Context: an optimization exercise on an open-source flow, tuned for small area. The choices shown serve that exercise and are no tape-out recipe. In this exercise RTL edits were held to simulation tests only and were not proved equivalent to the original. No activity file was given, so power comes from the tool's default toggle rates.

Design match_recovery_top, start of the top module:
module match_recovery_top (
    input  logic        i_clk,
    input  logic        i_rst,
    input  logic [3:0]  i_tag_valid,
    input  logic [79:0] i_tag,   
    output logic [3:0]  o_pass_en,
    output logic [3:0]  o_discard_en,
    output logic [3:0]  o_judge_finish
);
    logic [1:0]  r_state;     
    logic [1:0]  r_grant;     
    logic [3:0]  r_pending;
    logic [19:0] r_tag [4];   
    logic [5:0]  r_time;      
    logic        r_done;      
    logic        r_hit;       
    logic [1:0] next_idx;
    logic       next_found;
    logic [1:0] cand;
    always_comb begin
        next_found = 1'b0;
        next_idx   = r_grant;
        cand       = r_grant;
        for (int k = 1; k <= 4; k++) begin
            cand = r_grant + 2'(k);
            if (!next_found && r_pending[cand]) begin
                next_found = 1'b1;
                next_idx   = cand;
            end
        end
    end
    wire       idle   = (r_state == 2'd0);
    wire       report = (r_state == 2'd3);
    wire [3:0] finish = report ? (4'b0001 << r_grant) : 4'b0000;
    always_ff @(posedge i_clk) begin
        if (i_rst) begin
            r_state <= 2'd0;
            r_grant <= 2'd3;
        end else if (idle) begin
            if (next_found) begin
                r_grant <= next_idx;
                r_state <= 2'd1;
            end
        end else begin
            r_state <= r_state + 2'd1;
        end
    end
    always_ff @(posedge i_clk) begin
        if (i_rst) r_pending <= 4'b0000;
        else       r_pending <= (r_pending & ~finish) | i_tag_valid;
    end
    wire busy = r_state[0] ^ r_state[1];
    always_ff @(posedge i_clk) begin
        for (int p = 0; p < 4; p++) begin
            if (i_tag_valid[p] && !(busy && r_grant == 2'(p)))
                r_tag[p] <= i_tag[p*20 +: 20];
        end
    end
    wire [5:0] time_n     = r_time + 6'd1;
    wire [2:0] time_n_hi1 = time_n[5:3] + 3'd1;
    always_ff @(posedge i_clk) begin
        if (i_rst) r_time <= 6'd0;
        else       r_time <= time_n;
    end
    wire [19:0] cur  = r_tag[r_grant];
    wire [3:0]  h    = cur[3:0];
    wire [15:0] s    = cur[19:4];
    wire        sval = (s != 16'hffff);
    logic [15:0] s_seq [16];
    logic [5:0]  s_t   [16];
    logic [15:0] s_a;
  ...
For scale: roughly 1,200 cells after synthesis, about 98 I/O pins, ~0.015 mm^2 of cells after synthesis.
Settings: LEC_CHECK=0, ABC_AREA=1, CAP_MARGIN=20, CORE_MARGIN=2, CORE_UTILIZATION=40, CTS_CLUSTER_DIAMETER=100, CTS_CLUSTER_SIZE=30, GPL_TIMING_DRIVEN=0, SLEW_MARGIN=20; clock period 5.0 ns.
standard.sh (not shown) runs the stock make flow with config.mk's settings and CLKGATE_MAP_FILE= SYNTH_SCRIPT=/design/flow/synth_recipe.tcl, a recipe that flattens the netlist after the stock synthesis.
==> flow/flow/run.sh <==
#!/bin/bash
# The standard layout (standard.sh) with these changes:
#  - synthesis is synth_recipe.tcl unchanged, except that ABC maps the logic
#    with an area script (flow/synth_nf.tcl, flow/abc_nf.script)
#  - port buffers use the smallest buffer cell (BUFFER_PORTS_ARGS)
#  - clock tree synthesis runs without dummy loads (CTS_ARGS)
# Each tool's output goes to ORFS's per-step logs under orfs/logs; make's own
# output goes to flow_make.log here.
set -euo pipefail
export FLOW_WORK="$PWD"
export BUFFER_PORTS_ARGS="-buffer_cell sky130_fd_sc_hd__buf_1"
export CTS_ARGS="-sink_clustering_enable -repair_clock_nets -sink_clustering_size 30 -sink_clustering_max_diameter 100 -dont_use_dummy_load"
sed "s#SYNTH_SCRIPT=[^ ]*synth_recipe.tcl#SYNTH_SCRIPT=$PWD/flow/synth_nf.tcl#" standard.sh > standard_nf.sh
grep -q "SYNTH_SCRIPT=$PWD/flow/synth_nf.tcl" standard_nf.sh
bash standard_nf.sh > flow_make.log 2>&1
==> flow/flow/abc_nf.script <==
strash
&get -n
&fraig -x
&put
scorr
dc2
strash
&get -n
&dch -f
&nf -R 1000
&put
==> flow/flow/synth_nf.tcl <==
# The standard synthesis (synth_recipe.tcl, sourced unchanged below) with one
# change: the ABC run that maps the combinational logic uses abc_nf.script, an
# area-oriented script (&nf mapper), in place of ORFS's abc_area.script.
# Flip-flops are mapped before ABC runs, so the registers are the same.
proc abc {args} {
  set i [lsearch -exact $args -script]
  if {$i >= 0 && [string match *abc_area.script [lindex $args [expr {$i + 1}]]]} {
    lset args [expr {$i + 1}] $::env(FLOW_WORK)/flow/abc_nf.script
  }
  yosys abc {*}$args
}
source $::env(FLOW_WORK)/synth_recipe.tcl
Edit:
==> flow/flow/run.sh (replaced) <==
#!/bin/bash
# The standard layout (the standard.sh, unchanged synthesis and steps) with
# two arguments passed through ORFS's own variables:
#  - port buffers use the smallest buffer cell instead of the default choice
#  - clock tree synthesis runs without dummy loads
#  - timing repair after global routing downsizes cells off the critical paths
# Each tool's output goes to ORFS's per-step logs under orfs/logs; make's own
# output goes to flow_make.log here.
set -euo pipefail
export BUFFER_PORTS_ARGS="-buffer_cell sky130_fd_sc_hd__buf_1"
export RECOVER_POWER=100
export CTS_ARGS="-sink_clustering_enable -repair_clock_nets -sink_clustering_size 30 -sink_clustering_max_diameter 100 -dont_use_dummy_load"
bash standard.sh > flow_make.log 2>&1
- GPL_TIMING_DRIVEN: 0 -> not set
removed: flow/flow/abc_nf.script
removed: flow/flow/synth_nf.tcl
After rerunning: This time the run produced a layout that fails on max-capacitance violations, max-slew violations; combinational power went up by about 4%; utilization went down by 2.3 points; routed wire length went up by about 5.5%; count of clock-buffer cells in the layout stays the same; design area barely changes; cell count went up by about 17%; non-clock buffer count went up by 8; total power went up by 4.0%; critical path depth went up by 2; via count went up by about 10%.
Edit:
==> flow/flow/run.sh (replaced) <==
#!/bin/bash
# The standard layout (standard.sh) with these changes:
#  - synthesis is synth_recipe.tcl unchanged, except that ABC maps the logic
#    with an area script (flow/synth_nf.tcl, flow/abc_nf.script)
#  - port buffers use the smallest buffer cell (BUFFER_PORTS_ARGS)
#  - clock tree synthesis runs without dummy loads (CTS_ARGS)
# Each tool's output goes to ORFS's per-step logs under orfs/logs; make's own
# output goes to flow_make.log here.
set -euo pipefail
export FLOW_WORK="$PWD"
export BUFFER_PORTS_ARGS="-buffer_cell sky130_fd_sc_hd__buf_1"
export CTS_ARGS="-sink_clustering_enable -repair_clock_nets -sink_clustering_size 30 -sink_clustering_max_diameter 100 -dont_use_dummy_load"
sed "s#SYNTH_SCRIPT=[^ ]*synth_recipe.tcl#SYNTH_SCRIPT=$PWD/flow/synth_nf.tcl#" standard.sh > standard_nf.sh
grep -q "SYNTH_SCRIPT=$PWD/flow/synth_nf.tcl" standard_nf.sh
bash standard_nf.sh > flow_make.log 2>&1
==> flow/flow/abc_nf.script (new file) <==
strash
&get -n
&fraig -x
&put
scorr
dc2
strash
&get -n
&dch -f
&nf -R 1000
&put
topo
stime -c
buffer -c
upsize -c
dnsize -c
==> flow/flow/synth_nf.tcl (new file) <==
# The standard synthesis (synth_recipe.tcl, sourced unchanged below) with one
# change: the ABC run that maps the combinational logic uses abc_nf.script, an
# area-oriented script (&nf mapper), in place of ORFS's abc_area.script.
# Flip-flops are mapped before ABC runs, so the registers are the same.
proc abc {args} {
  set i [lsearch -exact $args -script]
  if {$i >= 0 && [string match *abc_area.script [lindex $args [expr {$i + 1}]]]} {
    lset args [expr {$i + 1}] $::env(FLOW_WORK)/flow/abc_nf.script
  }
  yosys abc {*}$args
}
source $::env(FLOW_WORK)/synth_recipe.tcl
- CAP_MARGIN: 20 -> 0
- SLEW_MARGIN: 20 -> 0
=> The new run passed the timing, DRC and antenna checks. Sequential power came out lower by about 5%. Core utilization goes up by 0.98 points. Cell count decreases by about 11%. Non-clock buffer count went up by 18. Count of clock-buffer cells in the layout does not change. Routed wire length decreases by about 6%.

-- static timing again, ports no longer ideal --
Ports are ideal in the flow. The routed layouts listed here were re-timed in OpenROAD.
Step 1: set_driving_cell puts a clkbuf_16 on i_clk and a buf_2 on each other input, an assumption about the parent block.
Step 2 also shifts input and output timing later by t, the mid clock arrival at the registers, as if the neighbouring blocks saw the same clock.
Three values: ideal ports, drivers, drivers and shift; two values: the first two.
run | shift t [ns] | slack for setup (ns) | slew at the worst register clock pin (ns)
the first run | 0.573 | 0.059 / 0.009 / 0.259 | 0.11 / 0.11
the second run | 0.588 | 0.191 / 0.136 / 0.518 | 0.12 / 0.12
the third run | 0.573 | 0.167 / 0.116 / 0.338 | 0.12 / 0.12
